What follows belongs to an exercise in optimizing a design on an open flow for small area, a short achievable clock period and few clock cycles per item; a production flow would make more cautious choices. The RTL was checked by simulation tests, not by an equivalence proof against the original design. Power is estimated from default activity; no workload was simulated.

==> exp/amber <==
==> flow/design.v <==
package alcar_pkg;
	typedef enum logic [2:0] {
		OP_READ  = 3'd0,
		OP_WRITE = 3'd1,
		OP_TICK  = 3'd2,
		OP_FLUSH = 3'd3,
		OP_MREAD = 3'd4,
		OP_MLOAD = 3'd5
	} op_t;
endpackage
module alcar_ram #(
	parameter int WIDTH = 16,
	parameter int DEPTH = 128
) (
	input  logic                     clk,
	input  logic                     we,
	input  logic [$clog2(DEPTH)-1:0] waddr,
	input  logic [WIDTH-1:0]         wdata,
	input  logic [$clog2(DEPTH)-1:0] raddr,
	output logic [WIDTH-1:0]         rdata
);
	logic [WIDTH-1:0] mem [DEPTH];
	always_ff @(posedge clk) begin
		if (we)
			mem[waddr] <= wdata;
		rdata <= mem[raddr];
	end
endmodule
module assoc_line_cache_age_replace_unit (
	input  logic        clk,
	input  logic        arst_n,
	input  logic        in_valid,
	output logic        in_ready,
	input  logic [2:0]  op,
	input  logic [6:0]  addr,
	input  logic [15:0] wdata,
	output logic        out_valid,
	input  logic        out_ready,
	output logic [15:0] rdata,
	output logic        miss
);
	localparam int L  = 5;    
	localparam int W  = 10;   
	localparam int R  = 13;   
	localparam int MW = 128;  
	logic [15:0]  mem_q  [R][W];
	logic [15:0]  line_q [L][W];
	logic [3:0]   tag_q  [L];
	logic [L-1:0] valid_q, dirty_q, pend_q;
	logic [15:0]  age_q  [L];
	logic         b_q    [L][L];  
	logic         irv_q;
	logic         o_rd_q, o_wr_q, o_tick_q, o_fl_q, o_mrd_q, o_mld_q;  
	logic [3:0]   row_q;
	logic [R-1:0] rowoh_q;
	logic [W-1:0] offoh_q;
	logic [15:0]  wd_q;
	logic         clr_q;
	logic         nrdy_q;      
	logic         irbusy_q;    
	logic         ri_v_q;
	logic [2:0]   ri_op_q;
	logic [6:0]   ri_addr_q;
	logic [15:0]  ri_wd_q;
	logic         fire_q;      
	logic [L-1:0] hitv_q;      
	logic         hit_q;
	logic         hitp_q;      
	logic [L-1:0] sel_q;       
	logic         wbgo_q;      
	logic [L-1:0] fill_q;      
	logic [L-1:0] wrh_q;       
	logic [L-1:0] acc_q;       
	logic         mld_q;       
	logic         tick_q;      
	logic         fl_q;        
	logic         hv_q, tv_q;
	logic [15:0]  hd_q, td_q;
	logic         hm_q, tm_q;
	logic in_ready_q;
	assign in_ready_q = ~nrdy_q;
	assign in_ready  = in_ready_q;
	assign out_valid = hv_q;
	assign rdata     = hd_q;
	assign miss      = hm_q;
	logic [15:0]  wbw [W];
	logic [R-1:0] wb_rowoh;
	always_comb begin
		for (int o = 0; o < W; o++) begin
			wbw[o] = '0;
			for (int k = 0; k < L; k++) if (sel_q[k]) wbw[o] |= line_q[k][o];
		end
		wb_rowoh = '0;
		for (int k = 0; k < L; k++)
			for (int r = 0; r < R; r++)
				if (sel_q[k] && tag_q[k] == 4'(r)) wb_rowoh[r] = 1'b1;
	end
	logic [15:0] rww [W];
	logic [15:0] mword, hword;
	always_comb begin
		for (int o = 0; o < W; o++) begin
			rww[o] = '0;
			for (int r = 0; r < R; r++)
				if (r * W + o < MW && rowoh_q[r]) rww[o] |= mem_q[r][o];
		end
		mword = '0;
		hword = '0;
		for (int o = 0; o < W; o++)
			if (offoh_q[o]) begin
				mword |= rww[o];
				hword |= wbw[o];
			end
	end
	logic [15:0] res_d;
	logic        res_m;
	assign res_d = o_rd_q ? (hit_q ? hword : mword)
		: (o_mrd_q ? (hitp_q ? hword : mword) : 16'h0);
	assign res_m = (o_rd_q | o_wr_q) & ~hit_q;
	for (genvar r = 0; r < R; r++) begin : g_mrow
		for (genvar o = 0; o < W; o++) begin : g_mword
			if (r * W + o < MW) begin : g_w
				logic        en;
				logic [15:0] d;
				logic [15:0] q;
				assign en = clr_q | (wbgo_q & wb_rowoh[r]) | (mld_q & rowoh_q[r] & offoh_q[o]);
				assign d = (mld_q & offoh_q[o]) ? wd_q : wbw[o];
				always_ff @(posedge clk)
					if (en) q <= d;
				assign mem_q[r][o] = q;
			end else begin : g_none
				assign mem_q[r][o] = '0;
			end
		end
	end
	logic [L-1:0] zero_v, sat_n;
	logic [L-1:0] valid_n, dirty_n, pend_n, dcand;
	logic         b_n [L][L];
	always_comb begin
		for (int k = 0; k < L; k++) begin
			zero_v[k] = age_q[k] == 16'h0;
			sat_n[k]  = age_q[k] >= 16'hFFFE;
		end
		dcand = pend_q | (fl_q ? (valid_q & dirty_q) : '0);
		for (int k = 0; k < L; k++) begin
			valid_n[k] = valid_q[k] | fill_q[k];
			if (acc_q[k]) dirty_n[k] = o_wr_q | (hit_q & dirty_q[k]);
			else if (fl_q) dirty_n[k] = 1'b0;
			else dirty_n[k] = dirty_q[k];
			pend_n[k] = dcand[k] & ~(wbgo_q & sel_q[k]);
		end
		for (int k = 0; k < L; k++)
			for (int j = 0; j < L; j++) begin
				if (j <= k) b_n[k][j] = 1'b0;
				else if (acc_q[k]) b_n[k][j] = zero_v[j];
				else if (acc_q[j]) b_n[k][j] = 1'b1;
				else if (tick_q) b_n[k][j] = b_q[k][j] | sat_n[k];
				else b_n[k][j] = b_q[k][j];
			end
	end
	for (genvar k = 0; k < L; k++) begin : g_line
		for (genvar o = 0; o < W; o++) begin : g_lword
			logic        en;
			logic [15:0] d;
			logic [15:0] q;
			assign en = fill_q[k] | (wrh_q[k] & offoh_q[o]);
			assign d = (o_wr_q & offoh_q[o]) ? wd_q : rww[o];
			always_ff @(posedge clk)
				if (en) q <= d;
			assign line_q[k][o] = q;
		end
		logic [3:0]  tag;
		logic        dirty, valid, pend;
		logic [15:0] age;
		always_ff @(posedge clk) begin
			if (fill_q[k]) tag <= row_q;
			dirty <= dirty_n[k];
			if (acc_q[k]) age <= '0;
			else if (tick_q & age != 16'hFFFF) age <= age + 16'd1;
		end
		always_ff @(posedge clk or negedge arst_n)
			if (!arst_n) begin
				valid <= 1'b0;
				pend <= 1'b0;
			end else begin
				valid <= valid_n[k];
				pend <= pend_n[k];
			end
		assign tag_q[k]   = tag;
		assign dirty_q[k] = dirty;
		assign valid_q[k] = valid;
		assign pend_q[k]  = pend;
		assign age_q[k]   = age;
		for (genvar j = 0; j < L; j++) begin : g_b
			if (j > k) begin : g_p
				logic b;
				always_ff @(posedge clk) b <= b_n[k][j];
				assign b_q[k][j] = b;
			end else begin : g_n
				assign b_q[k][j] = 1'b0;
			end
		end
	end
	logic pop, push, hd_ld;
	assign hd_ld = ~hv_q | pop;
	assign pop  = hv_q & out_ready;
	assign push = fire_q;
	logic [3:0]   in_row;
	logic [R-1:0] in_rowoh;
	logic [W-1:0] in_offoh;
	always_comb begin
		in_row = '0;
		in_offoh = '0;
		for (int r = 0; r < R; r++) begin
			in_rowoh[r] = ri_addr_q >= 7'(r * W) && 32'(ri_addr_q) < r * W + W;
			if (in_rowoh[r]) in_row = 4'(r);
			for (int o = 0; o < W; o++)
				if (r * W + o < MW && ri_addr_q == 7'(r * W + o)) in_offoh[o] = 1'b1;
		end
	end
	logic         irv_n, hv_n, tv_n, fire_n;
	logic [1:0]   rqc_n;
	logic [3:0]   row_n;
	logic         rd_n, wr_n, fl_n, mrd_n, mld_n, tick_n, rw_n;
	logic [L-1:0] hitv_n, vic_n, dr_f, dr_i, dcand_f, sel_f, sel_n, acc_f;
	logic         hit_n, hitp_n, use_hit, use_vic, wbgo_f, wbgo_n;
	always_comb begin
		logic seen;
		irv_n = ~irbusy_q ? ri_v_q : (irv_q & ~fire_q);
		hv_n = hv_q;
		tv_n = tv_q;
		if (push & pop) begin
			hv_n = 1'b1;
		end else if (push) begin
			hv_n = 1'b1;
			tv_n = hv_q;
		end else if (pop) begin
			hv_n = tv_q;
			tv_n = 1'b0;
		end
		rqc_n = 2'(hv_q) + 2'(tv_q) + 2'(push) - 2'(pop);
		fire_n = irv_n & ~(hv_n & tv_n);
		row_n  = ~irbusy_q ? in_row : row_q;
		rd_n   = ~irbusy_q ? (ri_op_q == alcar_pkg::OP_READ)  : o_rd_q;
		wr_n   = ~irbusy_q ? (ri_op_q == alcar_pkg::OP_WRITE) : o_wr_q;
		tick_n = ~irbusy_q ? (ri_op_q == alcar_pkg::OP_TICK)  : o_tick_q;
		fl_n   = ~irbusy_q ? (ri_op_q == alcar_pkg::OP_FLUSH) : o_fl_q;
		mrd_n  = ~irbusy_q ? (ri_op_q == alcar_pkg::OP_MREAD) : o_mrd_q;
		mld_n  = ~irbusy_q ? (ri_op_q == alcar_pkg::OP_MLOAD) : o_mld_q;
		rw_n   = rd_n | wr_n;
		for (int k = 0; k < L; k++)
			hitv_n[k] = fill_q[k] ? (row_n == row_q) : (valid_q[k] & (tag_q[k] == row_n));
		hit_n  = |hitv_n;
		hitp_n = |(hitv_n & pend_n);
		seen = 1'b0;
		for (int k = 0; k < L; k++) begin
			if (!(&valid_n)) begin
				vic_n[k] = !valid_n[k] && !seen;
			end else begin
				vic_n[k] = 1'b1;
				for (int i = 0; i < L; i++) begin
					if (i < k && b_n[i][k]) vic_n[k] = 1'b0;
					if (i > k && !b_n[k][i]) vic_n[k] = 1'b0;
				end
			end
			if (!valid_n[k]) seen = 1'b1;
		end
		dcand_f = pend_n | (fl_n ? (valid_n & dirty_n) : '0);
		seen = 1'b0;
		for (int k = 0; k < L; k++) begin
			dr_f[k] = dcand_f[k] && !seen;
			if (dcand_f[k]) seen = 1'b1;
		end
		seen = 1'b0;
		for (int k = 0; k < L; k++) begin
			dr_i[k] = pend_n[k] && !seen;
			if (pend_n[k]) seen = 1'b1;
		end
		use_hit = hit_n & (rw_n | mrd_n | mld_n);
		use_vic = rw_n & ~hit_n;
		sel_f  = use_hit ? hitv_n : (use_vic ? vic_n : dr_f);
		wbgo_f = use_hit ? hitp_n : (use_vic ? (&valid_n) : (~mld_n & |dcand_f));
		acc_f  = hit_n ? hitv_n : vic_n;
		sel_n  = fire_n ? sel_f : dr_i;
		wbgo_n = fire_n ? wbgo_f : |pend_n;
	end
	always_ff @(posedge clk or negedge arst_n) begin
		if (!arst_n) begin
			irv_q <= 1'b0;
			fire_q <= 1'b0;
			clr_q <= 1'b1;
			nrdy_q <= 1'b0;
			irbusy_q <= 1'b0;
			ri_v_q <= 1'b0;
			hd_q <= '0;
			hm_q <= 1'b0;
			hv_q <= 1'b0;
			tv_q <= 1'b0;
			wbgo_q <= 1'b0;
			sel_q <= '0;
			fill_q <= '0;
			wrh_q <= '0;
			acc_q <= '0;
			mld_q <= 1'b0;
			tick_q <= 1'b0;
			fl_q <= 1'b0;
		end else begin
			clr_q <= 1'b0;
			irv_q <= irv_n;
			fire_q <= fire_n;
			irbusy_q <= irv_n & (rqc_n == 2'd2);
			ri_v_q <= in_ready_q ? in_valid : ri_v_q;
			nrdy_q <= (in_ready_q ? in_valid : ri_v_q) & irv_n & (rqc_n == 2'd2);
			if (hd_ld) begin
				hd_q <= tv_q ? td_q : res_d;
				hm_q <= tv_q ? tm_q : res_m;
			end
			hv_q <= hv_n;
			tv_q <= tv_n;
			wbgo_q <= wbgo_n;
			sel_q <= sel_n;
			fill_q <= (fire_n & use_vic) ? vic_n : '0;
			wrh_q <= (fire_n & wr_n) ? hitv_n : '0;
			acc_q <= (fire_n & rw_n) ? acc_f : '0;
			mld_q <= fire_n & mld_n;
			tick_q <= fire_n & tick_n;
			fl_q <= fire_n & fl_n;
		end
	end
	always_ff @(posedge clk) begin
		hitv_q <= hitv_n;
		hit_q <= hit_n;
		hitp_q <= hitp_n;
		if (in_ready_q) begin
			ri_op_q <= op;
			ri_addr_q <= addr;
			ri_wd_q <= wdata;
		end
		if (~irbusy_q) begin
			o_rd_q   <= ri_op_q == alcar_pkg::OP_READ;
			o_wr_q   <= ri_op_q == alcar_pkg::OP_WRITE;
			o_tick_q <= ri_op_q == alcar_pkg::OP_TICK;
			o_fl_q   <= ri_op_q == alcar_pkg::OP_FLUSH;
			o_mrd_q  <= ri_op_q == alcar_pkg::OP_MREAD;
			o_mld_q  <= ri_op_q == alcar_pkg::OP_MLOAD;
			row_q <= in_row;
			rowoh_q <= in_rowoh;
			offoh_q <= in_offoh;
			wd_q <= ri_wd_q;
		end
		if (push & hv_q) begin
			td_q <= res_d;
			tm_q <= res_m;
		end
	end
endmodule
==> flow/flow/run.sh <==
#!/bin/bash
set -euo pipefail
MARGIN=6.5
bash standard.sh SETUP_SLACK_MARGIN=$MARGIN synth > log_synth.txt 2>&1
bash standard.sh SETUP_SLACK_MARGIN=$MARGIN floorplan > log_floorplan.txt 2>&1
bash standard.sh SETUP_SLACK_MARGIN=$MARGIN place > log_place.txt 2>&1
bash standard.sh SETUP_SLACK_MARGIN=$MARGIN cts > log_cts.txt 2>&1
bash standard.sh SETUP_SLACK_MARGIN=$MARGIN route > log_route.txt 2>&1
bash standard.sh SETUP_SLACK_MARGIN=$MARGIN finish > log_finish.txt 2>&1
test -s out/final.def
==> flow/standard.sh <==
#!/bin/bash
# synth_recipe.tcl (not shown) runs the flow's synth.tcl, then flattens the netlist and writes it again
# the make line also repeats each setting of config.mk as NAME=value (left out here)
make -C /OpenROAD-flow-scripts/flow DESIGN_CONFIG=/design/flow/config.mk WORK_HOME=/design/flow/orfs CLKGATE_MAP_FILE= SYNTH_SCRIPT=/design/flow/synth_recipe.tcl "${@:-finish}"
==> flow/config.mk <==
export PLATFORM = sky130hd
export DESIGN_NAME = assoc_line_cache_age_replace_unit
export DESIGN_NICKNAME = assoc_line_cache_age_replace_unit
export VERILOG_FILES = /design/flow/design.v
export SDC_FILE = /design/flow/constraint.sdc
export NUM_CORES = 4
export LEC_CHECK = 0
export ABC_CLOCK_PERIOD_IN_PS = 4000
export CAP_MARGIN = 20
export CORE_MARGIN = 2
export CORE_UTILIZATION = 55
export SLEW_MARGIN = 20
==> flow/constraint.sdc <==
create_clock -name core_clock -period 10.0 [get_ports {clk}]
set_input_delay 2.0000 -clock core_clock [delete_from_list [all_inputs] [get_ports {clk}]]
set_output_delay 2.0000 -clock core_clock [all_outputs]
set_load 0.01 [all_outputs]
==> exp/xenon (differences from exp/amber) <==
==> flow/run.sh (new file) <==
#!/bin/bash
# synth_recipe.tcl (not shown) runs the flow's synth.tcl, then flattens the netlist and writes it again
# the make line also repeats each setting of config.mk as NAME=value (left out here)
make -C /OpenROAD-flow-scripts/flow DESIGN_CONFIG=/design/flow/config.mk WORK_HOME=/design/flow/orfs CLKGATE_MAP_FILE= SYNTH_SCRIPT=/design/flow/synth_recipe.tcl finish
--- a/flow/config.mk
+++ b/flow/config.mk
@@ -5,8 +5,8 @@
 export SDC_FILE = /design/flow/constraint.sdc
 export NUM_CORES = 4
 export LEC_CHECK = 0
-export ABC_CLOCK_PERIOD_IN_PS = 4000
 export CAP_MARGIN = 20
 export CORE_MARGIN = 2
 export CORE_UTILIZATION = 55
+export SETUP_SLACK_MARGIN = 5
 export SLEW_MARGIN = 20
removed: flow/flow/run.sh
removed: flow/standard.sh
==> exp/indigo (differences from exp/amber) <==
--- a/flow/config.mk
+++ b/flow/config.mk
@@ -9,4 +9,7 @@
 export CAP_MARGIN = 20
 export CORE_MARGIN = 2
 export CORE_UTILIZATION = 55
+export CTS_BUF_LIST = sky130_fd_sc_hd__clkbuf_16
+export CTS_CLUSTER_DIAMETER = 60
+export CTS_CLUSTER_SIZE = 25
 export SLEW_MARGIN = 20
==> run summary <==
	exp/xenon	exp/amber	exp/indigo
Result of the run	complete, no violations	complete, no violations	complete, no violations
Worst IR drop on VDD	276 uV	262 uV	237 uV
Pint	32.0 mW	32.9 mW	30.1 mW
Power of the clock network	11.5 mW	11.5 mW	8.49 mW
Setup repair after global routing missed its margin	false	true	true
Worst-path cell with the longest stage delay	o21ai_0	dfrtp_1	dfrtp_2
H-tree Lvls	5	5	4
Nonclk buf count	240	345	364
Critical path capture point type	flip-flop	output port	flip-flop
Detail Placement HPWL	241 mm	243 mm	243 mm
Final instance count without filler cells	10784	10882	10667
Per-cell routed wire length	38.0 um	39.2 um	39.8 um
Placed standard-cell area	124000 um2	124000 um2	124000 um2
Largest stage delay, worst path	0.97 ns	0.40 ns	1.04 ns
Proportion of cell area spent on the clock network	7.38%	7.28%	4.72%
Number of nets in the layout	7723	7829	7702
Number of buffer and inverter instances along the worst setup path	3	3	1
Period utilisation layout	49.2%	37.8%	37.6%
Number of antenna violations at the first check in global routing	29	23	25
Met1 Usage GRT	49.1%	51.5%	50.9%
Testbench counts of exp/amber, summed over its fixed seeds: cycles 12,024, items 12,000.
Testbench counts of exp/xenon, summed over its fixed seeds: cycles 12,024, items 12,000.
Testbench counts of exp/indigo, summed over its fixed seeds: cycles 12,024, items 12,000.

[static timing again, ports no longer ideal]
The results above use ideal ports. As a check the final layouts listed here were re-extracted and re-timed, cells and wires unchanged. Step 1, drivers: a clkbuf_16 drives clk and a buf_2 each remaining input, both assumed. Step 2 also shifts input and output timing later by t, the mid clock arrival at the registers, as if the neighbouring blocks saw the same clock. Slacks: no drivers / after step 1 / after step 2; pairs: no drivers / after step 1.
| run | t (ns) | setup WS [ns] | worst setup path after step 2 |
|---|---|---|---|
| exp/amber | 1.066 | 6.221 / 6.130 / 5.682 | input to register |
| exp/xenon | 1.051 | 5.085 / 5.085 / 5.085 | register to register |
| exp/indigo | 0.998 | 6.244 / 6.190 / 5.783 | input to register |
After both steps every run listed still meets setup and hold. The setup slack of exp/amber, which loses most, moves by -0.091 ns with the drivers and by -0.539 ns with both steps.
